Source: an optimization exercise on an open RTL-to-GDS flow (aim: small area and a short achievable clock period). Production flows keep margins and buffers that such runs may drop.
Only simulation tests tie the RTL to the original design; equivalence was not proved.
Power figures rest on the tool's default switching activity, not on a simulated workload.

<file path="design.v">
module cam_pixel_packer #(
  parameter logic [31:0] BASE_ADDR   = 32'h0000_1000,
  parameter int          FRAME_BYTES = 4096,
  parameter int          BURST_LEN   = 16,
  parameter int          FIFO_DEPTH  = 64
) (
  input  logic        ACLK,
  input  logic        ARESET,
  input  logic        pix_valid,
  input  logic [7:0]  pix_data,
  input  logic        pix_sof,
  output logic        req_valid,
  input  logic        req_ready,
  output logic [31:0] req_addr,
  output logic [7:0]  req_len,
  output logic        dat_valid,
  input  logic        dat_ready,
  output logic [31:0] dat_data,
  output logic        dat_last,
  output logic        overflow,
  output logic        sync_err,
  output logic        frame_done
);
  logic [1:0]  phase_q;
  logic [23:0] part_q;
  logic [9:0]  fwords_q;
  logic [6:0]  count_q;
  logic [5:0]  wr_ptr_q;
  logic [63:0] we_q;         
  logic [7:0]  wbyte_q;
  logic [63:0] rsel_q;       
  logic [1:0]  blk_q;        
  logic [3:0]  bhi_q;        
  logic [31:0] head_q;
  logic        last_q;
  logic        dv_idle_q;    
  logic        req_valid_q, dat_valid_q, overflow_q, sync_err_q, frame_done_q;
  logic [31:0] mem_q [64];
  logic pv_sof, pv_dat, push, pop, full, drop, push_ok, sof_err, enter, last_pop, advance;
  logic [31:0] rd_word;
  assign pv_sof   = pix_valid & pix_sof;
  assign pv_dat   = pix_valid & ~pix_sof;
  assign push     = pv_dat & (phase_q == 2'd3);
  assign pop      = dat_valid_q & dat_ready;
  assign full     = count_q[6];
  assign drop     = push & full & ~pop;
  assign push_ok  = push & ~drop;
  assign sof_err  = pv_sof & ((phase_q != 2'd0) | (fwords_q != 10'd0));
  assign enter    = req_valid_q & req_ready;
  assign last_pop = pop & last_q;
  assign advance  = enter | (pop & ~last_q);
  always_ff @(posedge ACLK) begin
    for (int i = 0; i < 64; i++)
      if (we_q[i]) mem_q[i] <= {wbyte_q, part_q};
  end
  always_comb begin
    rd_word = '0;
    for (int i = 0; i < 64; i++)
      rd_word = rd_word | (mem_q[i] & {32{rsel_q[i]}});
  end
  always_ff @(posedge ACLK) begin
    head_q <= (head_q  & {32{dat_valid_q & ~dat_ready}})
            | (rd_word & {32{dv_idle_q   |  dat_ready}});
    if (pix_valid && (pix_sof || phase_q == 2'd0)) part_q[7:0] <= pix_data;
    if (pv_dat && phase_q == 2'd1) part_q[15:8]  <= pix_data;
    if (pv_dat && phase_q == 2'd2) part_q[23:16] <= pix_data;
    if (push) wbyte_q <= pix_data;
    for (int i = 0; i < 64; i++) we_q[i] <= push_ok && (wr_ptr_q == 6'(i));
  end
  always_ff @(posedge ACLK or posedge ARESET) begin
    if (ARESET) begin
      phase_q      <= 2'd0;
      fwords_q     <= '0;
      count_q      <= '0;
      wr_ptr_q     <= '0;
      rsel_q       <= 64'd1;
      blk_q        <= 2'd0;
      bhi_q        <= '0;
      last_q       <= 1'b0;
      req_valid_q  <= 1'b0;
      dat_valid_q  <= 1'b0;
      dv_idle_q    <= 1'b1;
      overflow_q   <= 1'b0;
      sync_err_q   <= 1'b0;
      frame_done_q <= 1'b0;
    end else begin
      if (pv_sof) begin
        phase_q  <= 2'd1;
        fwords_q <= '0;
      end else if (pix_valid) begin
        phase_q  <= phase_q + 2'd1;
        if (push) fwords_q <= fwords_q + 10'd1;
      end
      if (push_ok && !pop)      count_q <= count_q + 7'd1;
      else if (!push_ok && pop) count_q <= count_q - 7'd1;
      if (push_ok) wr_ptr_q <= wr_ptr_q + 6'd1;
      if (drop)    overflow_q <= 1'b1;
      if (sof_err) sync_err_q <= 1'b1;
      frame_done_q <= last_pop & (blk_q == 2'd0) & (bhi_q == 4'hF);
      if (advance) begin
        rsel_q <= {rsel_q[62:0], rsel_q[63]};
        if (rsel_q[15] || rsel_q[31] || rsel_q[47] || rsel_q[63]) blk_q <= blk_q + 2'd1;
      end
      if (last_pop && blk_q == 2'd0) bhi_q <= bhi_q + 4'd1;
      if (enter) last_q <= 1'b0;
      else if (pop) last_q <= rsel_q[15] | rsel_q[31] | rsel_q[47] | rsel_q[63];
      if (!req_valid_q && !dat_valid_q && count_q[6:4] != 3'd0) req_valid_q <= 1'b1;
      else if (enter) req_valid_q <= 1'b0;
      if (enter) begin
        dat_valid_q <= 1'b1;
        dv_idle_q   <= 1'b0;
      end else if (last_pop) begin
        dat_valid_q <= 1'b0;
        dv_idle_q   <= 1'b1;
      end
    end
  end
  assign req_valid  = req_valid_q;
  assign req_addr   = BASE_ADDR + {20'd0, bhi_q, blk_q, 6'd0};
  assign req_len    = 8'(BURST_LEN - 1);
  assign dat_valid  = dat_valid_q;
  assign dat_data   = head_q;
  assign dat_last   = last_q;
  assign overflow   = overflow_q;
  assign sync_err   = sync_err_q;
  assign frame_done = frame_done_q;
endmodule
</file>
<file path="run.sh">
#!/bin/bash
# synth_recipe.tcl (not shown) runs the flow's synth.tcl, then flattens the netlist and writes it again
# the make line also repeats each setting of config.mk as NAME=value (left out here)
make -C /OpenROAD-flow-scripts/flow DESIGN_CONFIG=/design/flow/config.mk WORK_HOME=/design/flow/orfs CLKGATE_MAP_FILE= SYNTH_SCRIPT=/design/flow/synth_recipe.tcl finish
</file>
<file path="config.mk">
export PLATFORM = sky130hd
export DESIGN_NAME = cam_pixel_packer
export DESIGN_NICKNAME = cam_pixel_packer
export VERILOG_FILES = /design/flow/design.v
export SDC_FILE = /design/flow/constraint.sdc
export NUM_CORES = 4
export LEC_CHECK = 0
export ABC_CLOCK_PERIOD_IN_PS = 2500
export CAP_MARGIN = 20
export CORE_MARGIN = 2
export CORE_UTILIZATION = 65
export CTS_BUF_LIST = sky130_fd_sc_hd__clkbuf_16
export CTS_CLUSTER_DIAMETER = 80
export CTS_CLUSTER_SIZE = 24
export SETUP_SLACK_MARGIN = 3.0
export SLEW_MARGIN = 20
</file>
<file path="constraint.sdc">
create_clock -name core_clock -period 5.5 [get_ports {ACLK}]
set_input_delay 1.1000 -clock core_clock [delete_from_list [all_inputs] [get_ports {ACLK}]]
set_output_delay 1.1000 -clock core_clock [all_outputs]
set_load 0.01 [all_outputs]
</file>
==> impl_metrics.ini, run 1 <==
[layout]
multi_input_area_sq_mm = 0.01298
fin_nets = 4329
syn2layout_area_growth_pct = 8.033
fill_cells = 7701
seq_area_sq_mm = 0.06722
finalNonFillerCells = 6053
final_common_cell = edfxtp_1
fin_util = 0.7053
layout_common_cells = edfxtp_1, a22o_1, a221oi_1
drive_gt1_frac = 0.1520

[synthesis]
netlist_instances = 4156
seq_area_frac_synth = 0.8186
synthArstFlopShare = 0.04478
synth_edf_count = 2080
synth_cell_types = 53
synth-main-ff-cell = edfxtp_1
synth_area_sq_mm = 0.08177
ys_seq_elements = 2278
synth_area_per_cell_sq_um = 19.68
synth_warnings = 2

[die]
die_h_um = 358.7
die-width_um = 358.7
rows = 130
coreArea_sq_mm = 0.1252
ioPinCount = 92
start_util = 0.6529
design.die.area_sq_mm = 0.1287

[route]
vias = 51300
drt-pass1-iter-count = 9
ant_nets = 0
drt-total-wl_mm = 326.1
wl_per_cell_um = 53.88
via_per_inst = 8.476
drt-initial-drc-count = 12900
drcViolationCount = 0

[sta]
hold_violations = 0
fin_crit_sh = 0.4676
fin_skew_ps = 37.52
fin_setup_tns_ps = 0
slew_headroom = 0.1405
tightest_slew_ps = 1289
slew_viol_final = 0
period_needed_ps = 2572
setup_violations = 0
max_freq_mhz = 388.9
rsz0062_at_grt = yes

[grt]
grt_max_degree = 66
antenna_found_initial = 21
grt_pass1_wl_mm = 423.5
grtUsageTotal = 0.5098
overflow = 0
grt_pass1_vias = 46480

[power]
p_leak_nw = 28.49
p_per_area_mw_per_mm2 = 327.2
ir_drop_uv = 320.9

[setup_path]
worst_setup_path_start_kind = flip-flop
timing.rr.start = rsel_q[6]$_DFFE_PP0P_
crit_slowest_cell = dfrtp_2
end_kind = flip-flop
arrival_ps = 3200
crit_type = flip-flop to flip-flop
slowest_delay_ps = 740
cp_max_fo = 19
cp.required_ps = 6130
crit_chain = buf_6, a22o_1, a221oi_1, nand4_1, nor4_4, o21ai_1
startpoint = rsel_q[6]$_DFFE_PP0P_
ff2ff_setup_slack_ps = 2930

[cts]
htree_levels = 3
cts-root-buf = clkbuf_16
cts_buffer_depth = 3
clock_sinks = 2278
cts_tree = done
path_clk_slew_ps = 100
numCtsBuffers = 106
worstSkewPairLatency_ps = 760

[placed_design]
place_hpwl_mm = 159.3
io_buffers = 57
gp_congestion = 0.9309
dp_cells = 5763

[worst_hold_path]
min_path_type = flip-flop to flip-flop
hp-start = we_q[36]$_DFF_P_

[flow_run]
maxCapViolations = 0

[status]
outcome = no timing/DRC/antenna violations
-- state kept, by name, indices dropped and copies added, names as in the netlist, 2 cells and up --
signal and flops:
bhi_q 4, blk_q 2, count_q 7, fwords_q 10, head_q 32, mem_q 2048, part_q 24, phase_q 2
rsel_q 64, wbyte_q 8, we_q 64, wr_ptr_q 6
-- timing repair --
| item | CTS | global route |
|---|---|---|
| endpoints found under the hold margin | 0 | 0 |
| setup buffers | 39 | 34 |
| pin swaps | 11 | 12 |
| hold buffers | 0 | 0 |
| gates resized for setup | 222 | 52 |
| endpoints found under the setup margin | 161 | 91 |
-- routing by layer --
| layer | share of wire | global-route usage | up-vias | wire length (um) |
|---|---|---|---|---|
| met4 | 0.086 | 0.3275 | 26 | 28090 |
| met5 | 0.00081 | 0.005556 | - | 263 |
| met1 | 0.30 | 0.6815 | 25540 | 98750 |
| li1 | - | - | 17780 | - |
| met3 | 0.20 | 0.1962 | 1586 | 64330 |
| met2 | 0.41 | 0.7065 | 6367 | 134700 |
-- power by group --
| part | switching (mW) | total (mW) | internal, mW |
|---|---|---|---|
| Combinational | 0.577 | 0.868 | 0.292 |
| Sequential | 0.0978 | 19.0 | 18.9 |
| Clock | 5.34 | 9.07 | 3.73 |
-- worst paths after layout --
kind / cells past startpoint / endpoint
worst max-delay path: 6 / head_q[25]$_DFF_P_
worst min-delay path: 0 / mem_q[36][2]$_DFFE_PP_
worst max register to register: 6 / head_q[25]$_DFF_P_
worst min register to register: 0 / mem_q[36][2]$_DFFE_PP_
max in group asynchronous: 4 / rsel_q[16]$_DFFE_PP0P_
min in group asynchronous: 2 / frame_done_q$_DFF_PP0_
-- worst max-delay path: cells and delay by family (launching register included) --
family                 cells  cell delay, ps
AND/OR/NAND/NOR            2             620
AO/OA/AOI/OAI              3             640
flip-flops                 1             740
buffers and inverters      1             390
-- stage by stage --
step,power (mW),cell area (sq um),hold WS [ps],worst slack (ps)
after floorplan,19.81,81950,451.4,2313
after global placement,20.03,83800,428.6,1618
after detailed placement,20.07,83800,429.7,1585
after CTS,28.68,87860,453.1,3000
after global routing,29.39,88300,459.3,2899
final,28.90,88340,447.4,2928
-- area by class of cell --
class                           instances  area share
Clock inverter                         88    0.004433
Clock buffer                          111     0.03144
Tap cell                             1650     0.02337
Sequential cell                      2278      0.7609
Multi-Input combinational cell       1580      0.1470
Timing Repair Buffer                  318     0.03180
Antenna cell                           16   0.0004532
Inverter                               12   0.0006373
-- cells in the mapped netlist (2+ instances only) --
cell type | n | area, sq um
nor4_1 | 35 | 219.0
nand2_1 | 58 | 217.7
nand2b_1 | 3 | 18.77
dfstp_2 | 2 | 52.55
a31o_2 | 2 | 17.52
buf_1 | 3 | 11.26
dfrtp_1 | 100 | 2502
buf_6 | 127 | 1430
o21ai_0 | 17 | 85.08
nand3_1 | 16 | 80.08
nor2_1 | 76 | 285.3
buf_4 | 47 | 352.8
a221oi_2 | 5 | 75.07
a31oi_1 | 2 | 12.51
nand4_1 | 136 | 850.8
a21o_1 | 2 | 15.01
clkbuf_1 | 81 | 304.0
mux2_2 | 66 | 743.2
and3_1 | 4 | 25.02
buf_2 | 60 | 300.3
nor2b_1 | 4 | 25.02
a21oi_1 | 7 | 35.03
ha_1 | 18 | 225.2
a221oi_1 | 507 | 4441
inv_1 | 11 | 41.29
nor3_1 | 2 | 10.01
and4_1 | 2 | 17.52
and2_1 | 2 | 12.51
dfxtp_1 | 96 | 1922
o21ai_1 | 34 | 170.2
a22o_1 | 513 | 4493
edfxtp_1 | 2080 | 62460
conb_1 | 2 | 7.510
xor2_1 | 3 | 26.28
o31ai_1 | 2 | 15.01
xnor2_1 | 14 | 122.6
-- cell families after synthesis --
| kind of cell | synth area share |
|---|---|
| xor gates and xnor gates | 0.001821 |
| buffers and inverters | 0.02988 |
| AOI/OAI and AO/OA | 0.1153 |
| DFF | 0.8186 |
| and+or+nand+nor | 0.02220 |
| other | 0.00009184 |
| adders and majority gates | 0.002999 |
| muxes | 0.009089 |
==> run 2: changes to the inputs <==
--- a/config.mk
+++ b/config.mk
@@ -9,5 +9,5 @@
 export CAP_MARGIN = 20
 export CORE_MARGIN = 2
-export CORE_UTILIZATION = 65
+export CORE_UTILIZATION = 72
 export CTS_BUF_LIST = sky130_fd_sc_hd__clkbuf_16
 export CTS_CLUSTER_DIAMETER = 80
==> run 2 against run 1 <==
  * Final area is 0.80% lower
  * Utilization is 7.4 points higher
  * Sequential share of layout area is 0.62 points higher
  * Clock skew is 8.8 ps lower
  * Combinational power is 8.8% lower
  * Synthesized cell count stayed put
  * Critical endpoint is now head_q[0]$_DFF_P_
==> impl_metrics.ini, run 2 <==
[status]
outcome = no timing/DRC/antenna violations

[sta]
slew_viol_final = 0
period_needed_ps = 2613
tightest_slew_ps = 1335
fin_crit_sh = 0.4751
fin_setup_tns_ps = 0
slew_headroom = 0.1100
hold_violations = 0
fin_skew_ps = 28.69
max_freq_mhz = 382.7
rsz0062_at_grt = yes
whs_ps = 455.9
setup_violations = 0

[power]
seqPwrFrac = 0.667
power.internal_mw = 22.64
p_clk_frac = 0.305
switching_power_mw = 5.750
combPwrFrac = 0.028
p_leak_nw = 28.24
p_total_mw = 28.39
swShare = 0.2025
p_per_area_mw_per_mm2 = 323.9
ir_drop_uv = 287.8

[die]
ioPinCount = 92
die-width_um = 341.0
rows = 123
die_h_um = 341.0
coreArea_sq_mm = 0.1125
start_util = 0.7269
design.die.area_sq_mm = 0.1163

[route]
drt-initial-drc-count = 12340
vias = 51160
route.met2.wl_mm = 126.0
ant_nets = 0
via_per_inst = 8.698
drcViolationCount = 0
wl_per_cell_um = 53.11
top_layer = met5
wl_met3_mm = 67.81
wl_met1_mm = 88.56
drt-total-wl_mm = 312.4
drt-pass1-iter-count = 7

[grt]
grt_max_degree = 103
grtUsageTotal = 0.5332
grt_pass1_vias = 46750
grt_pass1_wl_mm = 402.9
antenna_found_initial = 19
overflow = 0

[cts]
htree_levels = 3
clock_sinks = 2278
cts_tree = done
numCtsBuffers = 104
worstSkewPairLatency_ps = 770
path_clk_slew_ps = 100
cts_buffer_depth = 3
cts-root-buf = clkbuf_16

[placed_design]
place_hpwl_mm = 147.6
io_buffers = 57
dp_cells = 5597
gp_congestion = 0.8629

[synthesis]
synth_area_leader_cell = edfxtp_1
synth_area_sq_mm = 0.08177
synth_edf_count = 2080
synth_area_per_cell_sq_um = 19.68
synth-main-ff-cell = edfxtp_1
yosys-top-cells-area = edfxtp_1, a22o_1, a221oi_1
ys_seq_elements = 2278
synth_cell_types = 53
synth_top_cell_area_share = 0.7638
seq_area_frac_synth = 0.8186
netlist_instances = 4156
synthArstFlopShare = 0.04478
synthMostInstantiatedCell = edfxtp_1
synthTopCellsByCount = edfxtp_1, a22o_1, a221oi_1
synth_warnings = 2

[setup_path]
r2r-end = head_q[0]$_DFF_P_
crit_type = flip-flop to flip-flop
r2r_cells = 6
timing.rr.start = rsel_q[61]$_DFFE_PP0P_
cp_max_fo = 25
ff2ff_setup_slack_ps = 2890
worst_setup_path_start_kind = flip-flop
end_kind = flip-flop
arrival_ps = 3210
cp.required_ps = 6100

[worst_hold_path]
min_to = head_q[25]$_DFF_P_
hp-start = head_q[25]$_DFF_P_
min_path_type = flip-flop to flip-flop
min_path_cells = 2

[layout]
drive_gt1_frac = 0.1405
finalNonFillerCells = 5882
layout_common_cells = edfxtp_1, a22o_1, a221oi_1
fin_nets = 4305
reg_top3 = mem_q x2048, rsel_q x64, we_q x64
largest_register = mem_q
largest_reg_flops = 2048
fill_cells = 5856
syn2layout_area_growth_pct = 7.173
final_common_cell = edfxtp_1

[flow_run]
maxCapViolations = 0
==> run 2: power groups by stage <==
stage	combinational, mW	clock, mW	sequential, mW
2_1_floorplan	0.406	0	19.4
4_1_cts	0.741	8.52	18.9
3_5_place_dp	0.702	0	19.3
6_report	0.792	8.65	18.9
3_3_place_gp	0.676	0	19.3
5_1_grt	0.831	9.06	19.0
==> run 2: layout make-up <==
type | count | area [sq um] | share of cell area
inverter | 12 | 53.80 | 0.0006139
sequential | 2278 | 67230 | 0.7671
timing repair buffer | 296 | 2666 | 0.03042
clock inverter | 84 | 337.8 | 0.003855
clock buffer | 106 | 2653 | 0.03027
antenna | 26 | 65.06 | 0.0007424
tap | 1500 | 1877 | 0.02142
multi-input combinational | 1580 | 12750 | 0.1455
==> run 2: through the flow <==
| step | util | instance area, sq um | setup WS [ps] |
|---|---|---|---|
| finish | 0.7790 | 87640 | 2887 |
| global route | 0.7784 | 87570 | 2911 |
| CTS | 0.7734 | 87010 | 2943 |
| detailed placement | 0.7426 | 83540 | 1321 |
| global placement | 0.7423 | 83510 | 1243 |
| floorplan | - | 81950 | 2313 |
==> run 2: kinds of logic (layout without fill, tap and decap cells) <==
| group | count (synthesis) | after routing | share of synthesized area |
|---|---|---|---|
| simple gates | 345 | 345 | 0.02220 |
| mux | 66 | 66 | 0.009089 |
| flops | 2278 | 2278 | 0.8186 |
| other cells | 2 | 60 | 0.00009184 |
| xor+xnor | 17 | 17 | 0.001821 |
| compound gates | 1099 | 1099 | 0.1153 |
| buf+inv | 330 | 498 | 0.02988 |
| fa+ha+maj | 19 | 19 | 0.002999 |
==> run 2: worst max-delay path by stage <==
stage,startpoint,end,slack (ps),cells past startpoint
2_1_floorplan,pix_valid,count_q[5]$_DFFE_PP0P_,2310,13
3_5_place_dp,dat_ready,count_q[6]$_DFFE_PP0P_,1320,12
6_report,rsel_q[61]$_DFFE_PP0P_,head_q[0]$_DFF_P_,2890,6
4_1_cts,dat_ready,count_q[6]$_DFFE_PP0P_,2940,11
5_1_grt,pix_valid,count_q[6]$_DFFE_PP0P_,2910,13
3_3_place_gp,dat_ready,count_q[6]$_DFFE_PP0P_,1240,12
==> run 2: repair_timing <==
action	CTS	global route
pin swaps	5	6
endpoints found under the hold margin	0	0
endpoints found under the setup margin	151	28
hold buffers	0	0
setup buffers	22	46
gates resized for setup	176	45
cloned	1	0
==> run 2: metal layers <==
metal | GRT usage | vias to the layer above
met5 | 0.007761 | -
li1 | - | 17730
met2 | 0.7306 | 6828
met3 | 0.2548 | 1755
met4 | 0.3643 | 29
met1 | 0.6782 | 24820
==> run 2: worst max-delay path, stage by stage (launching register included) <==
cell,delay (ps)
dfrtp_4,680
buf_8,340
a22o_1,280
a221oi_1,260
nand4_1,220
nor4_2,500
o21ai_1,100
==> run 3: changes to the inputs <==
--- a/config.mk
+++ b/config.mk
@@ -9,8 +9,8 @@
 export CAP_MARGIN = 20
 export CORE_MARGIN = 2
-export CORE_UTILIZATION = 72
+export CORE_UTILIZATION = 55
 export CTS_BUF_LIST = sky130_fd_sc_hd__clkbuf_16
 export CTS_CLUSTER_DIAMETER = 80
 export CTS_CLUSTER_SIZE = 24
-export SETUP_SLACK_MARGIN = 3.0
+export SETUP_SLACK_MARGIN = 3.2
 export SLEW_MARGIN = 20
==> run 3 against run 2 <==
  * Power is 3.8% higher
  * Sequential cell count did not move
  * Combinational power up 7.7%
  * Die area grew 31%
  * Clock power is 12% higher
  * Final area rose by 3.0%
  * Utilization down 17 points
  * Critical path depth decreased by 5
==> impl_metrics.ini, run 3 <==
[layout]
largest_reg_flops = 2048
fin_nets = 4393
layout_common_cells = edfxtp_1, a22o_1, a221oi_1
fill_cells = 10530
largest_register = mem_q
finalNonFillerCells = 6395
seq_area_sq_mm = 0.06743
reg_top3 = mem_q x2048, rsel_q x64, we_q x64
fin_util = 0.6114
multi_input_area_sq_mm = 0.01314
final_common_cell = edfxtp_1
syn2layout_area_growth_pct = 10.41
final_cell_area_sq_mm = 0.09029
drive_gt1_frac = 0.1842

[synthesis]
synthMostInstantiatedCell = edfxtp_1
synth_edf_count = 2080
synth_area_leader_cell = edfxtp_1
synth_area_per_cell_sq_um = 19.68
synth_cell_types = 53
netlist_instances = 4156
seq_area_frac_synth = 0.8186
synthTopCellsByCount = edfxtp_1, a22o_1, a221oi_1
synth_warnings = 2
yosys-top-cells-area = edfxtp_1, a22o_1, a221oi_1
ys_seq_elements = 2278
synth_area_sq_mm = 0.08177
synth_top_cell_area_share = 0.7638
synthArstFlopShare = 0.04478
synth-main-ff-cell = edfxtp_1

[power]
p_per_area_mw_per_mm2 = 326.5
ir_drop_uv = 292.8
p_total_mw = 29.48
p_leak_nw = 29.10

[setup_path]
crit_slowest_cell = dfrtp_2
cp.required_ps = 4400
crit_type = flip-flop to output pin
end_kind = output pin
worst_setup_path_start_kind = flip-flop
cp_max_fo = 2
critPathBufInv = 1
arrival_ps = 1360
slowest_delay_ps = 440
timing.rr.start = dat_valid_q$_DFFE_PP0P_
crit_family = flip-flops
crit_chain = buf_6
startpoint = dat_valid_q$_DFFE_PP0P_

[route]
vias = 50940
drt-initial-drc-count = 11300
wl_per_cell_um = 51.71
drt-total-wl_mm = 330.7
ant_nets = 0
via_per_inst = 7.966
drt-pass1-iter-count = 7
drcViolationCount = 0

[placed_design]
dp_slack_ps = 1321
io_buffers = 57
dpl_cell_area_sq_mm = 0.08416
gp_congestion = 0.8343
dp_cells = 6025
place_hpwl_mm = 161.4

[worst_hold_path]
hp-start = head_q[3]$_DFF_P_
min_path_type = flip-flop to flip-flop

[sta]
slew_headroom = 0.1139
slew_viol_final = 0
fin_setup_tns_ps = 0
whs_ps = 455.8
setup_violations = 0
tightest_slew_ps = 1329
fin_skew_ps = 45.36
max_freq_mhz = 407.0
fin_crit_sh = 0.4467
setup_slack_ps = 3043
hold_violations = 0
rsz0062_at_grt = yes
period_needed_ps = 2457

[grt]
overflow = 0
antenna_found_initial = 20
use_met1 = 0.6032
grt_max_degree = 65
grtUsageTotal = 0.4329
top_usage_layer = met2
grt_pass1_vias = 45290
globalRouteMet3Util = 0.1300
grt_pass1_wl_mm = 428.5
use_met2 = 0.6240

[die]
die-width_um = 389.6
die_h_um = 389.6
design.die.area_sq_mm = 0.1518
coreArea_sq_mm = 0.1477
rows = 141
ioPinCount = 92
start_util = 0.5538

[status]
outcome = no timing/DRC/antenna violations

[cts]
path_clk_slew_ps = 100
clock_sinks = 2278
cts_buffer_depth = 3
numCtsBuffers = 112
worstSkewPairLatency_ps = 800
cts_tree = done
htree_levels = 3
postCtsHoldBufs = 0
cts-root-buf = clkbuf_16

[flow_run]
maxCapViolations = 0
[run 3: cell counts after synthesis]
Identical to the previous run, type by type.
[run 3: final timing paths]
path | to | slack (ps) | depth (start not counted)
max | dat_valid | 3040 | 1
min reg2reg | head_q[3]$_DFF_P_ | 460 | 2
max in group asynchronous | rsel_q[9]$_DFFE_PP0P_ | 3730 | 4
min | head_q[3]$_DFF_P_ | 460 | 2
min in group asynchronous | blk_q[0]$_DFFE_PP0P_ | 610 | 2
max reg2reg | count_q[5]$_DFFE_PP0P_ | 3070 | 12
[run 3: power breakdown]
part           switching [mW]  total [mW]  internal, mW
clock network            5.57        9.68          4.10
logic                   0.553       0.853         0.300
registers               0.115        18.9          18.8
total                    6.24        29.5          23.2
[run 3: logic make-up after synthesis]
group                      synth area share
DFF                                  0.8186
AOI/OAI and AO/OA                    0.1153
and+or+nand+nor                     0.02220
buffers and inverters               0.02988
muxes                              0.009089
adders and majority gates          0.002999
xor gates and xnor gates           0.001821
other                            0.00009184
[run 3: layout make-up]
type / count / share of cell area
diodes: 8 / 0.0002217
clock buffers: 115 / 0.03187
clock inverters: 96 / 0.006818
inverters: 12 / 0.0006652
multi-input cells: 1580 / 0.1455
flip-flops and latches: 2278 / 0.7469
well taps: 1930 / 0.02675
repair buffers: 376 / 0.04128
[run 3: routing by layer]
metal	up-vias	part of all wire
li1	17920	-
met1	26320	0.33
met2	5465	0.42
met3	1207	0.18
met4	28	0.067
met5	-	0.00054
[run 3: what timing repair did]
item,4_1_cts,5_1_grt
pin swaps,31,40
gates cloned,1,0
setup buffers,120,28
endpoints found under the setup margin,174,78
gates resized for setup,449,67
==> run 4: changes to the inputs <==
--- a/config.mk
+++ b/config.mk
@@ -13,4 +13,4 @@
 export CTS_CLUSTER_DIAMETER = 80
 export CTS_CLUSTER_SIZE = 24
-export SETUP_SLACK_MARGIN = 3.2
+export SETUP_SLACK_MARGIN = 3.0
 export SLEW_MARGIN = 20
==> run 4 against run 3 <==
  * Largest cell class unchanged
  * Sequential share of layout area is 1.3 points higher
  * Die area stayed put
  * Clock-buffer cell count is 2 lower
  * Maximum frequency is 3.8% lower
  * Synthesized area stayed put
  * Still clean
  * Register-to-register slack worse by 120 ps
  * Largest power group unchanged
  * Cell count is 1.4% lower
  * Power is 0.99% lower
  * Clock power is 2% lower
  * Critical path depth is 5 higher
==> impl_metrics.ini, run 4 <==
[status]
outcome = no timing/DRC/antenna violations

[grt]
grt_pass1_vias = 44860
grt_max_degree = 103
antenna_found_initial = 13
grt_pass1_wl_mm = 426.5
overflow = 0
grtUsageTotal = 0.4310

[placed_design]
io_buffers = 57
place_hpwl_mm = 159.8
gp_congestion = 0.8262

[die]
start_util = 0.5538
rows = 141
coreArea_sq_mm = 0.1477
die-width_um = 389.6
ioPinCount = 92
design.die.area_sq_mm = 0.1518
die_h_um = 389.6

[setup_path]
startpoint = rsel_q[18]$_DFFE_PP0P_
cp_max_fo = 20
end_kind = flip-flop
r2r_cells = 6
timing.rr.start = rsel_q[18]$_DFFE_PP0P_
cp.required_ps = 6150
arrival_ps = 3200
worst_setup_path_start_kind = flip-flop
crit_type = flip-flop to flip-flop

[synthesis]
synth_top_cell_area_share = 0.7638
synthTopCellsByCount = edfxtp_1, a22o_1, a221oi_1
synthMostInstantiatedCell = edfxtp_1
synth-main-ff-cell = edfxtp_1
ys_seq_elements = 2278
seq_area_frac_synth = 0.8186
synth_area_leader_cell = edfxtp_1
synth_area_sq_mm = 0.08177
synth_warnings = 2
synth_edf_count = 2080
synth_cell_types = 53
synth_area_per_cell_sq_um = 19.68
synthArstFlopShare = 0.04478
netlist_instances = 4156
yosys-top-cells-area = edfxtp_1, a22o_1, a221oi_1

[power]
ir_drop_uv = 298.9
p_leak_nw = 28.37
p_per_area_mw_per_mm2 = 329.2

[worst_hold_path]
min_path_cells = 2
hp-start = head_q[24]$_DFF_P_
min_path_type = flip-flop to flip-flop

[sta]
whs_ps = 455.5
max_freq_mhz = 391.5
fin_crit_sh = 0.4644
tightest_slew_ps = 1345
rsz0062_at_grt = yes
hold_violations = 0
setup_violations = 0
fin_setup_tns_ps = 0
slew_headroom = 0.1032
period_needed_ps = 2554
slew_viol_final = 0
fin_skew_ps = 38.95

[route]
drt-pass1-iter-count = 6
drt-initial-drc-count = 11230
ant_nets = 0
wl_per_cell_um = 52.51
vias = 50360
drt-total-wl_mm = 331.1
drcViolationCount = 0
via_per_inst = 7.987

[cts]
clock_sinks = 2278
numCtsBuffers = 110
cts_buffer_depth = 3
worstSkewPairLatency_ps = 780
path_clk_slew_ps = 100
htree_levels = 3
cts-root-buf = clkbuf_16
cts_tree = done

[layout]
layout_common_cells = edfxtp_1, a22o_1, a221oi_1
largest_reg_flops = 2048
fin_nets = 4307
syn2layout_area_growth_pct = 8.434
largest_register = mem_q
final_common_cell = edfxtp_1
fill_cells = 10750
drive_gt1_frac = 0.1525
reg_top3 = mem_q x2048, rsel_q x64, we_q x64

[flow_run]
maxCapViolations = 0
run 4: layout make-up:
type                            count  area (sq um)  share of cell area
Sequential cell                  2278         67370              0.7598
Tap cell                         1930          2415             0.02723
Clock inverter                     91         554.3            0.006251
Inverter                           12         52.55           0.0005927
Antenna cell                        9         22.52           0.0002540
Timing Repair Buffer              292          2597             0.02929
Multi-Input combinational cell   1580         12830              0.1447
Clock buffer                      113          2828             0.03189
run 4: path summary, 6_finish.rpt:
check                                    endpoint  slack [ps]
max                            head_q[20]$_DFF_P_        2950
min                            head_q[24]$_DFF_P_         460
max reg2reg                    head_q[20]$_DFF_P_        2950
min reg2reg                    head_q[24]$_DFF_P_         460
max in group asynchronous  rsel_q[21]$_DFFE_PP0P_        4050
min in group asynchronous    bhi_q[3]$_DFFE_PP0P_         780
run 4: repair_timing:
action,CTS,global route
setup endpoints to repair,161,55
resized for setup,248,67
hold buffers,0,0
setup buffers,31,45
gates cloned,0,0
pin swaps,3,9
run 4: cells by family after synthesis:
| family | Yosys count | share of synthesized area |
|---|---|---|
| DFF | 2278 | 0.8186 |
| adders and majority gates | 19 | 0.002999 |
| and+or+nand+nor | 345 | 0.02220 |
| muxes | 66 | 0.009089 |
| xor gates and xnor gates | 17 | 0.001821 |
| AOI/OAI and AO/OA | 1099 | 0.1153 |
| other | 2 | 0.00009184 |
| buffers and inverters | 330 | 0.02988 |
run 4: power breakdown:
group          switching [mW]  internal [mW]  total, mW
Clock                    5.51           4.02       9.53
Sequential              0.100           18.8       18.9
Combinational           0.507          0.217      0.724
Total                    6.11           23.1       29.2
run 4: metal layers:
layer  wire length [um]  vias to the layer above  track usage
met1             111100                    26150       0.6091
met2             140100                     5374       0.6186
met3              58520                     1089       0.1306
li1                   -                    17740            -
met5                115                        -            0
met4              21130                       10       0.2015
run 4: critical path, cell delays in order, from the launching register on:
cell	delay (ps)
dfrtp_4	670
buf_6	340
a22o_1	260
a221oi_1	270
nand4_1	280
nor4_2	460
o21ai_1	100
run 4: stage by stage:
stage          power, mW    util  worst slack (ps)  area [sq um]  std cells
2_1_floorplan      19.81       -              2313         81950       4188
3_3_place_gp       20.01  0.5690              1645         84020       6013
3_5_place_dp       20.03  0.5690              1644         84020       6013
4_1_cts            29.08  0.5968              2801         88130       6248
5_1_grt            29.72  0.6003              2984         88650       6297
6_report           29.19  0.6005              2946         88670       6305
==> run 5: changes to the inputs <==
--- a/config.mk
+++ b/config.mk
@@ -11,6 +11,6 @@
 export CORE_UTILIZATION = 55
 export CTS_BUF_LIST = sky130_fd_sc_hd__clkbuf_16
-export CTS_CLUSTER_DIAMETER = 80
-export CTS_CLUSTER_SIZE = 24
+export CTS_CLUSTER_DIAMETER = 90
+export CTS_CLUSTER_SIZE = 28
 export SETUP_SLACK_MARGIN = 3.0
 export SLEW_MARGIN = 20
==> run 5 against run 4 <==
  * Clock-buffer cell count shrank 16
  * Synthesized cell count is the same
  * Die area is the same
  * Clock power shrank 9.9%
  * Sequential share of layout area grew 0.55 points
  * Critical path type unchanged
  * Largest power group unchanged
==> impl_metrics.ini, run 5 <==
[layout]
layout_common_cells = edfxtp_1, a22o_1, a221oi_1
syn2layout_area_growth_pct = 7.652
final_common_cell = edfxtp_1
final_cell_area_sq_mm = 0.08803
largest_register = mem_q
largest_reg_flops = 2048
drive_gt1_frac = 0.1428
reg_top3 = mem_q x2048, rsel_q x64, we_q x64
fill_cells = 10800
fin_nets = 4282

[route]
vias = 50080
drt-pass1-iter-count = 8
drt-initial-drc-count = 11520
ant_nets = 0
drt-total-wl_mm = 331.5
via_per_inst = 7.994
wl_per_cell_um = 52.92
drcViolationCount = 0

[placed_design]
dpl_cell_area_sq_mm = 0.08402
gp_congestion = 0.8262
io_buffers = 57
place_hpwl_mm = 159.8
dp_slack_ps = 1644

[synthesis]
synthArstFlopShare = 0.04478
synthMuxAreaShare = 0.009089
synthTopCellsByCount = edfxtp_1, a22o_1, a221oi_1
synth-adder-area-share = 0.002999
synth_area_leader_cell = edfxtp_1
yosys-top-cells-area = edfxtp_1, a22o_1, a221oi_1
yosys.area_share.simple = 0.02220
netlist_instances = 4156
synth_top_family_by_area = compound AO/OA/AOI/OAI gates
synth_compound_area_frac = 0.1153
ys_seq_elements = 2278
synth-main-ff-cell = edfxtp_1
yosys.area_share.xor_xnor = 0.001821
synth_area_per_cell_sq_um = 19.68
synth_top_cell_area_share = 0.7638
synth_edf_count = 2080
synth_area_sq_mm = 0.08177
synth_warnings = 2
seq_area_frac_synth = 0.8186
synth_cell_types = 53
synthMostInstantiatedCell = edfxtp_1

[cts]
postCtsHoldBufs = 0
cts_buffer_depth = 3
clock_sinks = 2278
path_clk_slew_ps = 110
htree_levels = 3
cts_tree = done
numCtsBuffers = 92
worstSkewPairLatency_ps = 760
cts-root-buf = clkbuf_16

[sta]
hold_violations = 0
fin_crit_sh = 0.4645
setup_slack_ps = 2945
tightest_slew_ps = 1338
fin_setup_tns_ps = 0
fin_skew_ps = 26.57
slew_headroom = 0.1078
setup_violations = 0
rsz0062_at_grt = yes
max_freq_mhz = 391.4
slew_viol_final = 0
period_needed_ps = 2555

[grt]
grt_pass1_vias = 44720
grtUsageTotal = 0.4311
grt_pass1_wl_mm = 426.0
overflow = 0
antenna_found_initial = 19
grt_max_degree = 103

[setup_path]
crit_family = flip-flops
worst_setup_path_start_kind = flip-flop
critPathBufInv = 1
crit_type = flip-flop to flip-flop
cp_max_fo = 14
slowest_delay_ps = 730
arrival_ps = 3180
cp.required_ps = 6130
end_kind = flip-flop
crit_slowest_cell = dfrtp_4
crit_chain = buf_4, a22o_1, a221oi_1, nand4_1, nor4_4, o21ai_1

[power]
ir_drop_uv = 257.2
p_leak_nw = 28.04
p_per_area_mw_per_mm2 = 321.2

[die]
start_util = 0.5538
rows = 141
die-width_um = 389.6
die_h_um = 389.6
coreArea_sq_mm = 0.1477
ioPinCount = 92
design.die.area_sq_mm = 0.1518

[flow_run]
maxCapViolations = 0

[status]
outcome = no timing/DRC/antenna violations

[worst_hold_path]
min_path_type = flip-flop to flip-flop
[run 5: final cells by class]
class,count,area (sq um),area share
flip-flops and latches,2278,67370,0.7653
multi-input cells,1580,12850,0.1460
repair buffers,285,2556,0.02904
clock buffers,97,2427,0.02757
well taps,1930,2415,0.02743
clock inverters,75,340.3,0.003866
inverters,12,51.30,0.0005828
diodes,8,20.02,0.0002274
[run 5: power breakdown]
part / leakage, nW / internal (mW) / switching (mW)
registers: 20.8 / 18.8 / 0.102
logic: 5.68 / 0.232 / 0.515
clock network: 1.60 / 3.30 / 5.28
[run 5: layer usage]
| layer | global-route usage | wire length, um |
|---|---|---|
| met4 | 0.2056 | 20240 |
| met2 | 0.6170 | 140000 |
| met3 | 0.1355 | 59980 |
| met5 | 0 | 153 |
| met1 | 0.6057 | 111100 |
[run 5: path summary, 6_finish.rpt]
path                       slack [ps]  cells past startpoint              startpoint                      to
setup / recovery                 2950                      6  rsel_q[13]$_DFFE_PP0P_      head_q[15]$_DFF_P_
hold / removal                    460                      2      head_q[21]$_DFF_P_      head_q[21]$_DFF_P_
setup reg to reg                 2950                      6  rsel_q[13]$_DFFE_PP0P_      head_q[15]$_DFF_P_
hold reg to reg                   460                      2      head_q[21]$_DFF_P_      head_q[21]$_DFF_P_
max in group asynchronous        4040                      3                  ARESET  rsel_q[24]$_DFFE_PP0P_
min in group asynchronous         790                      3                  ARESET    bhi_q[3]$_DFFE_PP0P_
[run 5: cell families (layout without fill, tap and decap cells)]
logic type	Yosys count	count (layout)
fa+ha+maj	19	19
mux	66	66
flops	2278	2278
buf+inv	330	469
simple gates	345	345
xor+xnor	17	17
compound gates	1099	1099
other cells	2	42
[run 5: worst reg2reg max path, cell delays in order, from the launching register on]
cell and delay, ps:
dfrtp_4 730, buf_4 390, a22o_1 290, a221oi_1 240, nand4_1 230, nor4_4 450
o21ai_1 90
[run 5: stage by stage]
step                cells  utilization  hold slack, ps  power [mW]
detailed placement   6013       0.5690           443.6       20.03
global route         6258       0.5960           475.1       28.81
CTS                  6216       0.5926           455.6       28.15
finish               6265       0.5962           455.5       28.27
floorplan            4188            -           451.4       19.81
global placement     6013       0.5690           437.9       20.01
[run 5: timing repair]
item / in CTS / in global routing
endpoints found under the setup margin: 162 / 36
pin swaps: 5 / 15
setup buffers: 31 / 38
resized for setup: 249 / 44
==> run 6: changes to the inputs <==
--- a/config.mk
+++ b/config.mk
@@ -13,4 +13,4 @@
 export CTS_CLUSTER_DIAMETER = 90
 export CTS_CLUSTER_SIZE = 28
-export SETUP_SLACK_MARGIN = 3.0
+export SETUP_SLACK_MARGIN = 3.4
 export SLEW_MARGIN = 20
==> run 6 against run 5 <==
  * Still clean on timing, DRC and antenna
  * Routed wire length increased by 6.2%
  * Sequential share of layout area is 4.5 points lower
  * Synthesized cell count is the same
  * Combinational power rose by 12%
  * Cell count is 4.2% higher
  * Non-clock buffer count grew 254
  * Critical path type is now flip-flop to output pin
  * Highest routed layer unchanged
==> impl_metrics.ini, run 6 <==
[synthesis]
synth_area_per_cell_sq_um = 19.68
synthTopCellsByCount = edfxtp_1, a22o_1, a221oi_1
synthArstFlopShare = 0.04478
synth-main-ff-cell = edfxtp_1
synthMuxAreaShare = 0.009089
synth_top_cell_area_share = 0.7638
synth_edf_count = 2080
synth_compound_area_frac = 0.1153
synth_area_sq_mm = 0.08177
synth_cell_types = 53
yosys-top-cells-area = edfxtp_1, a22o_1, a221oi_1
yosys.area_share.simple = 0.02220
synth_warnings = 2
seq_area_frac_synth = 0.8186
yosys.area_share.xor_xnor = 0.001821
synth-adder-area-share = 0.002999
synthMostInstantiatedCell = edfxtp_1
ys_seq_elements = 2278
synth_top_family_by_area = compound AO/OA/AOI/OAI gates
synth_area_leader_cell = edfxtp_1
netlist_instances = 4156

[layout]
finalNonFillerCells = 6525
largest_reg_flops = 2048
drive_gt1_frac = 0.2458
fill_cells = 10080
largest_register = mem_q
layout_common_cells = edfxtp_1, a22o_1, a221oi_1
syn2layout_area_growth_pct = 14.42
reg_top3 = mem_q x2048, rsel_q x64, we_q x64
fin_nets = 4537
final_common_cell = edfxtp_1

[cts]
cts_buffer_depth = 3
clock_sinks = 2278
htree_levels = 3
worstSkewPairLatency_ps = 780
numCtsBuffers = 91
cts-root-buf = clkbuf_16
postCtsHoldBufs = 0
path_clk_slew_ps = 110
cts_tree = done

[sta]
hold_violations = 0
fin_crit_sh = 0.4415
rsz0062_at_grt = yes
fin_skew_ps = 45.78
slew_headroom = 0.1113
setup_violations = 0
tightest_slew_ps = 1333
period_needed_ps = 2428
fin_setup_tns_ps = 0
max_freq_mhz = 411.8
slew_viol_final = 0

[power]
seqPwrFrac = 0.669
combPwrFrac = 0.030
p_clk_frac = 0.301
switching_power_mw = 5.955
ir_drop_uv = 243.8
p_leak_nw = 30.62
p_per_area_mw_per_mm2 = 302.8
power.internal_mw = 22.38
swShare = 0.2102

[route]
drt-total-wl_mm = 352.1
ant_nets = 0
drcViolationCount = 0
wl_per_cell_um = 53.96
drt-initial-drc-count = 12180
drt-pass1-iter-count = 6
via_per_inst = 8.001
vias = 52210

[setup_path]
cp_max_fo = 2
slowest_delay_ps = 430
end_kind = output pin
arrival_ps = 1330
crit_slowest_cell = dfrtp_1
worst_setup_path_start_kind = flip-flop
cp.required_ps = 4400
crit_type = flip-flop to output pin
crit_family = flip-flops
crit_chain = buf_2
critPathBufInv = 1

[die]
coreArea_sq_mm = 0.1477
design.die.area_sq_mm = 0.1518
ioPinCount = 92
rows = 141
die_h_um = 389.6
start_util = 0.5538
die-width_um = 389.6

[worst_hold_path]
min_path_type = flip-flop to flip-flop

[grt]
grt_max_degree = 65
grtUsageTotal = 0.4509
antenna_found_initial = 23
overflow = 0
grt_pass1_vias = 46100
grt_pass1_wl_mm = 443.2

[placed_design]
io_buffers = 57
gp_congestion = 0.8538
place_hpwl_mm = 166.7
dp_cells = 6036

[flow_run]
maxCapViolations = 0

[status]
outcome = no timing/DRC/antenna violations
[run 6: cell counts after synthesis]
Identical to the previous run, type by type.
[run 6: cells by family after synthesis]
logic type,count (synthesis)
compound gates,1099
xor+xnor,17
fa+ha+maj,19
buf+inv,330
flops,2278
mux,66
other cells,2
simple gates,345
[run 6: cell type report]
type	count	area, sq um	area share
tap	1930	2415	0.02581
clock buffer	96	2402	0.02568
clock inverter	74	311.5	0.003330
inverter	12	55.05	0.0005884
sequential	2278	67380	0.7202
antenna	14	35.03	0.0003744
timing repair buffer	539	6601	0.07055
multi-input combinational	1582	14360	0.1535
[run 6: path summary, 6_finish.rpt]
path,slack [ps],cells after the start,startpoint,end
min in group asynchronous,790,2,ARESET,frame_done_q$_DFF_PP0_
worst min register to register,460,2,head_q[21]$_DFF_P_,head_q[21]$_DFF_P_
max in group asynchronous,3570,3,ARESET,rsel_q[39]$_DFFE_PP0P_
worst max-delay path,3070,1,overflow_q$_DFFE_PP0P_,overflow
worst min-delay path,460,2,head_q[21]$_DFF_P_,head_q[21]$_DFF_P_
worst max register to register,3150,11,dat_valid_q$_DFFE_PP0P_,count_q[6]$_DFFE_PP0P_
[run 6: metrics by stage]
step	hold WS (ps)	setup WS, ps	power, mW	cell area (sq um)	util
global placement	436.6	1304	20.04	84160	0.5699
floorplan	451.4	2322	19.82	81970	-
CTS	463.3	3038	28.17	91350	0.6187
finish	459.5	3072	28.33	93560	0.6336
global route	486.6	3016	28.84	93530	0.6334
detailed placement	445.5	1226	20.05	84170	0.5700
[run 6: routing by layer]
| metal | track usage | up-vias | wire length [um] |
|---|---|---|---|
| met1 | 0.5892 | 26810 | 112800 |
| li1 | - | 18220 | - |
| met4 | 0.2825 | 20 | 29840 |
| met3 | 0.1595 | 1444 | 61360 |
| met5 | 0 | - | 150 |
| met2 | 0.6479 | 5716 | 148000 |
[run 6: power by group through the flow]
stage	sequential, mW	combinational (mW)	clock, mW
floorplan	19.4	0.411	0
global placement	19.3	0.695	0
detailed placement	19.3	0.708	0
CTS	19.0	0.774	8.45
global route	19.0	0.892	8.98
finish	19.0	0.839	8.54
[run 6: what timing repair did]
item | 4_1_cts | 5_1_grt
buffers inserted | 192 | 83
gates resized for setup | 719 | 185
cloned | 16 | 14
pin swaps | 99 | 98
endpoints found under the setup margin | 268 | 100
==> run 7: changes to the inputs <==
--- a/config.mk
+++ b/config.mk
@@ -13,4 +13,4 @@
 export CTS_CLUSTER_DIAMETER = 90
 export CTS_CLUSTER_SIZE = 28
-export SETUP_SLACK_MARGIN = 3.4
+export SETUP_SLACK_MARGIN = 3.2
 export SLEW_MARGIN = 20
==> run 7 against run 6 <==
  * Synthesized area unchanged
  * Maximum frequency fell by 0.51%
  * Combinational power decreased by 5.8%
  * Setup slack got worse by 12 ps
  * Utilization decreased by 2.7 points
  * Clock power up 1%
  * Highest routed layer unchanged
  * Global-route usage shrank 1.9 points
  * Synthesized cell count did not move
==> impl_metrics.ini, run 7 <==
[die]
ioPinCount = 92
design.die.area_sq_mm = 0.1518
start_util = 0.5538
die-width_um = 389.6
rows = 141
die_h_um = 389.6
coreArea_sq_mm = 0.1477

[grt]
grtUsageTotal = 0.4321
grt_max_degree = 65
grt_pass1_wl_mm = 427.0
grt_pass1_vias = 45040
overflow = 0
antenna_found_initial = 18

[sta]
fin_setup_tns_ps = 0
hold_violations = 0
tightest_slew_ps = 1360
max_freq_mhz = 409.7
setup_violations = 0
whs_ps = 457.5
slew_headroom = 0.09361
fin_skew_ps = 47.65
fin_crit_sh = 0.4437
period_needed_ps = 2441
slew_viol_final = 0
rsz0062_at_grt = yes

[synthesis]
synthTopCellsByCount = edfxtp_1, a22o_1, a221oi_1
synth_warnings = 2
netlist_instances = 4156
yosys-top-cells-area = edfxtp_1, a22o_1, a221oi_1
synth-main-ff-cell = edfxtp_1
synth_area_sq_mm = 0.08177
synth_top_cell_area_share = 0.7638
synth_cell_types = 53
synth_edf_count = 2080
synthMostInstantiatedCell = edfxtp_1
seq_area_frac_synth = 0.8186
synth_area_per_cell_sq_um = 19.68
synthArstFlopShare = 0.04478
ys_seq_elements = 2278
synth_area_leader_cell = edfxtp_1

[layout]
fin_nets = 4360
syn2layout_area_growth_pct = 9.467
drive_gt1_frac = 0.1761
largest_reg_flops = 2048
layout_common_cells = edfxtp_1, a22o_1, a221oi_1
final_common_cell = edfxtp_1
reg_top3 = mem_q x2048, rsel_q x64, we_q x64
largest_register = mem_q

[setup_path]
crit_type = input pin to flip-flop
worst_setup_path_start_kind = input pin
end_kind = flip-flop
arrival_ps = 3150
cp_max_fo = 6
cp.required_ps = 6210
ff2ff_setup_slack_ps = 3070

[power]
ir_drop_uv = 244.0
p_total_mw = 28.40
p_leak_nw = 28.74
p_per_area_mw_per_mm2 = 317.2

[route]
drt-initial-drc-count = 11130
via_per_inst = 7.948
vias = 50420
wl_per_cell_um = 52.08
drt-pass1-iter-count = 6
ant_nets = 0
drt-total-wl_mm = 330.4
drcViolationCount = 0

[cts]
worstSkewPairLatency_ps = 790
htree_levels = 3
clock_sinks = 2278
numCtsBuffers = 93
path_clk_slew_ps = 110
cts-root-buf = clkbuf_16
cts_buffer_depth = 3
cts_tree = done

[placed_design]
place_hpwl_mm = 161.4
io_buffers = 57
gp_congestion = 0.8343

[status]
outcome = no timing/DRC/antenna violations

[flow_run]
maxCapViolations = 0

[worst_hold_path]
min_path_type = flip-flop to flip-flop
==> run 7: cell counts after synthesis <==
No cell type changed its count.
==> run 7: logic make-up after synthesis <==
group	synth area share
AO/OA/AOI/OAI	0.1153
XOR/XNOR	0.001821
adder cells (fa/ha/maj)	0.002999
buffers and inverters	0.02988
flip-flops	0.8186
multiplexers	0.009089
other	0.00009184
AND/OR/NAND/NOR	0.02220
==> run 7: layout make-up <==
cell class	count	area, sq um
fillers	10590	58150
clock buffers	96	2402
well taps	1930	2415
multi-input cells	1580	13100
inverters	12	60.06
diodes	7	17.52
clock inverters	79	417.9
flip-flops and latches	2278	67430
repair buffers	362	3667
==> run 7: final timing paths <==
check,end,depth (start not counted),start
min,head_q[3]$_DFF_P_,2,head_q[3]$_DFF_P_
max reg2reg,count_q[5]$_DFFE_PP0P_,12,dat_valid_q$_DFFE_PP0P_
max in group asynchronous,rsel_q[52]$_DFFE_PP0P_,4,ARESET
max,count_q[5]$_DFFE_PP0P_,13,pix_sof
min in group asynchronous,bhi_q[3]$_DFFE_PP0P_,2,ARESET
min reg2reg,head_q[3]$_DFF_P_,2,head_q[3]$_DFF_P_
==> run 7: metrics by stage <==
step	utilization	instances	instance area (sq um)	setup slack [ps]
2_1_floorplan	-	4188	81950	2321
3_3_place_gp	0.5697	6023	84120	1347
3_5_place_dp	0.5700	6025	84160	1321
4_1_cts	0.6018	6313	88860	3041
5_1_grt	0.6061	6337	89500	2987
6_report	0.6062	6344	89510	3059
==> run 7: power breakdown <==
group	switching (mW)	internal, mW	total, mW
registers	0.113	18.8	18.9
clock network	5.31	3.34	8.66
logic	0.527	0.263	0.790
total	5.95	22.4	28.4
==> run 7: routing by layer <==
metal / global-route usage / vias up / wire length (um)
li1: - / 17830 / -
met1: 0.6002 / 26050 / 109700
met2: 0.6202 / 5393 / 139700
met3: 0.1364 / 1132 / 58690
met4: 0.2178 / 16 / 22110
met5: 0 / - / 215
==> run 7: worst max-delay path, stage by stage <==
cell     delay (ps)
buf_6           100
and2b_2         230
nand2_4          70
a21oi_4         150
buf_12          120
ha_4            150
inv_8            50
ha_4            200
a21o_1          160
a21oi_2         160
nor2_2           50
or4b_1          520
nand3_1          80
==> run 7: repair_timing <==
action / 4_1_cts / 5_1_grt
hold buffers: 0 / 0
resized for setup: 434 / 75
pin swaps: 25 / 33
endpoints found under the hold margin: 0 / 0
setup buffers: 112 / 19
setup endpoints to repair: 175 / 82
cloned: 1 / 1
==> run 8: changes to the inputs <==
--- a/design.v
+++ b/design.v
@@ -39,4 +39,6 @@
   logic pv_sof, pv_dat, push, pop, full, drop, push_ok, sof_err, enter, last_pop, advance;
   logic [31:0] rd_word;
+  logic [6:0]  cnt_inc, cnt_dec;
+  logic        cnt_up, cnt_dn;
   assign pv_sof   = pix_valid & pix_sof;
   assign pv_dat   = pix_valid & ~pix_sof;
@@ -50,4 +52,8 @@
   assign last_pop = pop & last_q;
   assign advance  = enter | (pop & ~last_q);
+  assign cnt_inc  = count_q + 7'd1;
+  assign cnt_dec  = count_q - 7'd1;
+  assign cnt_up   = push_ok & ~pop;
+  assign cnt_dn   = pop & ~push_ok;
   always_ff @(posedge ACLK) begin
     for (int i = 0; i < 64; i++)
@@ -92,6 +98,6 @@
         if (push) fwords_q <= fwords_q + 10'd1;
       end
-      if (push_ok && !pop)      count_q <= count_q + 7'd1;
-      else if (!push_ok && pop) count_q <= count_q - 7'd1;
+      count_q <= ({7{cnt_up}} & cnt_inc) | ({7{cnt_dn}} & cnt_dec)
+               | ({7{~cnt_up & ~cnt_dn}} & count_q);
       if (push_ok) wr_ptr_q <= wr_ptr_q + 6'd1;
       if (drop)    overflow_q <= 1'b1;
==> run 8 against run 7 <==
  * Power shrank 0.61%
  * Global-route usage rose by 0.20 points
  * Non-clock buffer count increased by 4
  * Largest power group unchanged
  * Still clean on timing, DRC and antenna
  * Maximum frequency down 0.28%
  * Routed wire length is 0.44% lower
  * Sequential power about the same
  * Die area down 1.2%
  * Clock skew rose by 7.7 ps
  * Critical path depth is 12 lower
  * Setup slack worse by 6.9 ps
  * Hold slack worse by 2.2 ps
==> impl_metrics.ini, run 8 <==
[status]
outcome = no timing/DRC/antenna violations

[synthesis]
ys_seq_elements = 2278
synth_top_cell_area_share = 0.7735
synthTopCellsByCount = edfxtp_1, a221oi_1, a22o_1
synth-main-ff-cell = edfxtp_1
synth_warnings = 2
synthMostInstantiatedCell = edfxtp_1
netlist_instances = 4161
synth_area_per_cell_sq_um = 19.41
seq_area_frac_synth = 0.8290
synthArstFlopShare = 0.04478
synth_edf_count = 2080
yosys-top-cells-area = edfxtp_1, a221oi_1, a22o_1
synth_cell_types = 45
synth_area_sq_mm = 0.08074
synth_area_leader_cell = edfxtp_1

[grt]
grtUsageTotal = 0.4341
grt_pass1_vias = 44970
antenna_found_initial = 12
grt_pass1_wl_mm = 426.1
grt_max_degree = 89
overflow = 0

[placed_design]
gp_congestion = 0.8426
place_hpwl_mm = 162.6
io_buffers = 57
dp_slack_ps = 2035
dp_cells = 6036

[layout]
syn2layout_area_growth_pct = 10.28
largest_reg_flops = 2048
finalNonFillerCells = 6348
layout_common_cells = edfxtp_1, a22o_1, a221oi_1
final_common_cell = edfxtp_1
fin_nets = 4365
drive_gt1_frac = 0.1686
reg_top3 = mem_q x2048, rsel_q x64, we_q x64
largest_register = mem_q

[power]
power.internal_mw = 22.30
seqPwrFrac = 0.672
p_leak_nw = 28.61
ir_drop_uv = 286.0
p_per_area_mw_per_mm2 = 316.9
p_total_mw = 28.22
combPwrFrac = 0.021
swShare = 0.2097
switching_power_mw = 5.918
p_clk_frac = 0.307

[route]
vias = 50480
ant_nets = 0
wl_per_cell_um = 51.81
drcViolationCount = 0
drt-total-wl_mm = 328.9
via_per_inst = 7.952
drt-pass1-iter-count = 8
drt-initial-drc-count = 11140

[worst_hold_path]
min_to = mem_q[30][21]$_DFFE_PP_
min_path_type = flip-flop to flip-flop
hp-start = we_q[30]$_DFF_P_
min_path_cells = 0

[setup_path]
worst_setup_path_start_kind = flip-flop
ff2ff_setup_slack_ps = 3170
slowest_delay_ps = 430
critPathBufInv = 1
end_kind = output pin
crit_chain = buf_2
crit_type = flip-flop to output pin
crit_family = flip-flops
timing.rr.start = rsel_q[24]$_DFFE_PP0P_
cp.required_ps = 4400
arrival_ps = 1350
crit_slowest_cell = dfrtp_1
cp_max_fo = 3
r2r_cells = 6
r2r-end = head_q[1]$_DFF_P_

[die]
die_h_um = 387.2
die-width_um = 387.2
rows = 140
start_util = 0.5540
ioPinCount = 92
design.die.area_sq_mm = 0.1499
coreArea_sq_mm = 0.1457

[flow_run]
maxCapViolations = 0

[sta]
fin_setup_tns_ps = 0
slew_viol_final = 0
tightest_slew_ps = 1321
slew_headroom = 0.1195
fin_crit_sh = 0.4450
hold_violations = 0
period_needed_ps = 2448
rsz0062_at_grt = yes
setup_violations = 0
fin_skew_ps = 55.38
whs_ps = 455.3
max_freq_mhz = 408.6
setup_slack_ps = 3053

[cts]
cts-root-buf = clkbuf_16
htree_levels = 3
cts_tree = done
numCtsBuffers = 93
clock_sinks = 2278
worstSkewPairLatency_ps = 790
path_clk_slew_ps = 100
cts_buffer_depth = 3
-- run 8: repair_timing --
action | 4_1_cts | 5_1_grt
endpoints found under the hold margin | 0 | 0
buffers inserted | 113 | 9
resized for setup | 398 | 44
setup endpoints to repair | 231 | 66
hold buffers | 0 | 0
cloned | 1 | 0
pin swaps | 12 | 31
-- run 8: worst max-delay path by stage --
stage	start	endpoint	slack [ps]	depth (start not counted)
after floorplan	ARESET	bhi_q[0]$_DFFE_PP0P_	3180	1
after global placement	pix_valid	count_q[6]$_DFF_PP0_	2010	6
after detailed placement	pix_valid	count_q[6]$_DFF_PP0_	2040	6
after CTS	blk_q[1]$_DFFE_PP0P_	req_addr[7]	3020	1
after global routing	blk_q[1]$_DFFE_PP0P_	req_addr[7]	3010	1
final	blk_q[1]$_DFFE_PP0P_	req_addr[7]	3050	1
-- run 8: per-stage QoR --
| step | utilization | instance area (sq um) |
|---|---|---|
| after floorplan | - | 80880 |
| after global placement | 0.5775 | 84170 |
| after detailed placement | 0.5775 | 84170 |
| after CTS | 0.6086 | 88690 |
| after global routing | 0.6108 | 89010 |
| final | 0.6110 | 89050 |
-- run 8: cell type report --
class	instances	area, sq um
sequential	2278	67410
fill	10480	56690
multi-input combinational	1577	12850
timing repair buffer	366	3460
clock buffer	96	2402
tap	1917	2399
clock inverter	80	409.1
inverter	21	82.58
antenna	13	32.53
-- run 8: worst reg2reg max path, delay by kind of cell, from the launching register on --
family | cells | cell delay, ps
flops | 1 | 560
simple gates | 2 | 600
compound gates | 3 | 750
buf+inv | 1 | 300
-- run 8: power by group through the flow --
stage                     clock network (mW)  logic (mW)  registers, mW
after floorplan                            0       0.262           19.4
after global placement                     0       0.544           19.4
after detailed placement                   0       0.555           19.4
after CTS                               8.55       0.569           19.0
after global routing                    9.10       0.624           19.0
final                                   8.66       0.588           19.0
-- run 8: routing by layer --
metal	global-route usage	part of all wire	vias to the layer above
li1	-	-	17850
met2	0.6378	0.43	5333
met3	0.1322	0.17	1230
met5	0	0.00018	-
met1	0.5871	0.33	26060
met4	0.2329	0.073	8
-- run 8: kinds of logic (layout without fill, tap and decap cells) --
logic type	after synthesis	after routing	synth area share
other	2	47	0.00009301
xor gates and xnor gates	14	14	0.001518
buffers and inverters	338	563	0.01838
DFF	2278	2278	0.8290
and+or+nand+nor	353	353	0.02327
adders and majority gates	14	14	0.002169
AOI/OAI and AO/OA	1092	1092	0.1159
muxes	70	70	0.009716
==> run 9: changes to the inputs <==
--- a/config.mk
+++ b/config.mk
@@ -13,4 +13,4 @@
 export CTS_CLUSTER_DIAMETER = 90
 export CTS_CLUSTER_SIZE = 28
-export SETUP_SLACK_MARGIN = 3.2
+export SETUP_SLACK_MARGIN = 3.1
 export SLEW_MARGIN = 20
==> run 9 against run 8 <==
  * Clock power is 2% lower
  * Critical path depth did not move
  * Sequential share of layout area up 0.49 points
  * Final area fell by 0.70%
  * Non-clock buffer count decreased by 31
  * Maximum frequency grew 0.63%
  * Die area stayed put
  * Synthesized area unchanged
  * Register-to-register slack got worse by 90 ps
  * Critical path type unchanged
  * Largest cell class unchanged
  * Largest power group unchanged
==> impl_metrics.ini, run 9 <==
[grt]
grt_max_degree = 103
antenna_found_initial = 22
grtUsageTotal = 0.4345
overflow = 0
grt_pass1_wl_mm = 423.4
grt_pass1_vias = 44370

[synthesis]
synth_top_cell_area_share = 0.7735
synthTopCellsByCount = edfxtp_1, a221oi_1, a22o_1
seq_area_frac_synth = 0.8290
synthMostInstantiatedCell = edfxtp_1
synthArstFlopShare = 0.04478
synth-main-ff-cell = edfxtp_1
ys_seq_elements = 2278
synth_edf_count = 2080
synth_area_per_cell_sq_um = 19.41
netlist_instances = 4161
yosys-top-cells-area = edfxtp_1, a221oi_1, a22o_1
synth_area_leader_cell = edfxtp_1
synth_warnings = 2
synth_cell_types = 45
synth_area_sq_mm = 0.08074

[power]
p_clk_frac = 0.303
switching_power_mw = 5.845
p_leak_nw = 28.32
seqPwrFrac = 0.677
combPwrFrac = 0.020
p_per_area_mw_per_mm2 = 317.2
p_total_mw = 28.05
power.internal_mw = 22.20
ir_drop_uv = 240.8
swShare = 0.2084

[sta]
tightest_slew_ps = 1356
fin_crit_sh = 0.4422
max_freq_mhz = 411.2
slew_headroom = 0.09583
fin_setup_tns_ps = 0
whs_ps = 454.0
hold_violations = 0
setup_violations = 0
fin_skew_ps = 57.14
period_needed_ps = 2432
slew_viol_final = 0
setup_slack_ps = 3068
rsz0062_at_grt = yes

[worst_hold_path]
hp-start = head_q[27]$_DFF_P_
min_path_type = flip-flop to flip-flop

[setup_path]
startpoint = last_q$_DFFE_PP0P_
crit_slowest_cell = dfrtp_2
arrival_ps = 1330
crit_family = flip-flops
slowest_delay_ps = 440
timing.rr.start = rsel_q[10]$_DFFE_PP0P_
crit_chain = buf_6
cp_max_fo = 2
critPathBufInv = 1
ff2ff_setup_slack_ps = 3080
cp.required_ps = 4400
crit_type = flip-flop to output pin
end_kind = output pin
worst_setup_path_start_kind = flip-flop

[layout]
drive_gt1_frac = 0.1619
syn2layout_area_growth_pct = 9.510
fin_util = 0.6067
largest_reg_flops = 2048
fin_nets = 4333
final_common_cell = edfxtp_1
fill_cells = 10520
layout_common_cells = edfxtp_1, a22o_1, a221oi_1
reg_top3 = mem_q x2048, rsel_q x64, we_q x64
largest_register = mem_q

[die]
ioPinCount = 92
die-width_um = 387.2
start_util = 0.5540
design.die.area_sq_mm = 0.1499
coreArea_sq_mm = 0.1457
rows = 140
die_h_um = 387.2

[placed_design]
place_hpwl_mm = 161.6
gp_congestion = 0.8397
dp_slack_ps = 1842
io_buffers = 57

[route]
wl_per_cell_um = 52.15
drcViolationCount = 0
drt-pass1-iter-count = 6
vias = 50010
drt-initial-drc-count = 11340
drt-total-wl_mm = 329.3
ant_nets = 0
via_per_inst = 7.921

[cts]
path_clk_slew_ps = 110
worstSkewPairLatency_ps = 800
cts_tree = done
cts_buffer_depth = 3
numCtsBuffers = 92
clock_sinks = 2278
cts-root-buf = clkbuf_16
postCtsHoldBufs = 0
htree_levels = 3

[status]
outcome = no timing/DRC/antenna violations

[flow_run]
maxCapViolations = 0
==> run 9: layout make-up <==
| cell class | instances | area (sq um) | area share |
|---|---|---|---|
| diodes | 12 | 30.03 | 0.0003396 |
| clock inverters | 81 | 385.4 | 0.004358 |
| repair buffers | 335 | 2984 | 0.03375 |
| well taps | 1917 | 2399 | 0.02713 |
| multi-input cells | 1577 | 12840 | 0.1452 |
| inverters | 21 | 82.58 | 0.0009339 |
| clock buffers | 93 | 2327 | 0.02632 |
| flip-flops and latches | 2278 | 67380 | 0.7620 |
==> run 9: per-stage QoR <==
step / instance area (sq um) / cells
2_1_floorplan: 80870 / 4193
3_3_place_gp: 84020 / 6019
3_5_place_dp: 84030 / 6019
4_1_cts: 87940 / 6272
5_1_grt: 88390 / 6302
6_report: 88420 / 6314
==> run 9: tightest hold or removal path: stages (launching register included) <==
cell and delay, ps:
dfxtp_2 330, nand2_1 40, o21ai_0 60
==> run 9: routing by layer <==
metal,routed length [um],GRT usage,share of wire
met2,138300,0.6235,0.42
met3,56980,0.1353,0.17
met1,109100,0.5940,0.33
met5,95,0,0.00029
met4,24830,0.2455,0.075
==> run 9: cells by family (layout without fill, tap and decap cells) <==
| family | count (synthesis) | after routing | synth area share |
|---|---|---|---|
| flip-flops | 2278 | 2278 | 0.8290 |
| adder cells (fa/ha/maj) | 14 | 14 | 0.002169 |
| buffers and inverters | 338 | 530 | 0.01838 |
| other | 2 | 46 | 0.00009301 |
| multiplexers | 70 | 70 | 0.009716 |
| AND/OR/NAND/NOR | 353 | 353 | 0.02327 |
| XOR/XNOR | 14 | 14 | 0.001518 |
| AO/OA/AOI/OAI | 1092 | 1092 | 0.1159 |
==> run 9: timing repair <==
action,CTS,global route
setup endpoints to repair,218,75
resized for setup,348,48
pin swaps,9,10
setup buffers,79,30
==> run 9: path summary, 6_finish.rpt <==
check / to / cells past startpoint
max reg2reg: head_q[5]$_DFF_P_ / 6
max: dat_last / 1
min reg2reg: head_q[27]$_DFF_P_ / 2
min in group asynchronous: frame_done_q$_DFF_PP0_ / 3
min: head_q[27]$_DFF_P_ / 2
max in group asynchronous: rsel_q[52]$_DFFE_PP0P_ / 3
==> run 9: power by group through the flow <==
stage | sequential (mW) | clock [mW] | combinational [mW]
5_1_grt | 19.0 | 8.94 | 0.614
2_1_floorplan | 19.4 | 0 | 0.261
6_report | 19.0 | 8.50 | 0.572
4_1_cts | 19.0 | 8.40 | 0.561
3_3_place_gp | 19.4 | 0 | 0.535
3_5_place_dp | 19.4 | 0 | 0.546

## re-timing with driven ports
How much do the figures lean on ideal ports? The routed layouts below were timed once more, with nothing changed but the port constraints. Step 1 assumes that a clkbuf_16 drives the clock port and a buf_2 every other input. Step 2 moves the port delays by t, midway between the first and last clock arrival at a register: inputs arrive t later, outputs are due t later. That takes back most of the time a late clock gives input paths. Slacks: ideal ports / drivers / drivers and shift; pairs: ideal ports / drivers.
run | t (ns) | setup WS [ns] | latest minus earliest clock arrival (ns) | worst register clock-pin slew, ns
run 1 | 0.820 | 2.928 / 2.928 / 2.178 | 0.038 / 0.038 | 0.10 / 0.10
run 2 | 0.833 | 2.887 / 2.887 / 2.215 | 0.032 / 0.031 | 0.10 / 0.10
run 3 | 0.855 | 3.043 / 2.954 / 2.265 | 0.060 / 0.060 | 0.10 / 0.10
run 4 | 0.845 | 2.946 / 2.946 / 2.297 | 0.040 / 0.040 | 0.10 / 0.10
run 5 | 0.835 | 2.945 / 2.912 / 2.307 | 0.037 / 0.037 | 0.11 / 0.11
run 6 | 0.843 | 3.072 / 2.989 / 2.319 | 0.048 / 0.047 | 0.12 / 0.12
run 7 | 0.849 | 3.059 / 2.987 / 2.259 | 0.050 / 0.050 | 0.11 / 0.11
run 8 | 0.845 | 3.052 / 2.972 / 2.528 | 0.056 / 0.056 | 0.12 / 0.12
run 9 | 0.861 | 3.068 / 2.980 / 2.486 | 0.060 / 0.060 | 0.12 / 0.12
After both steps setup and hold are still met in every run listed. The setup slack of run 7, which loses most, moves by -0.072 ns with the drivers and by -0.800 ns with both steps.
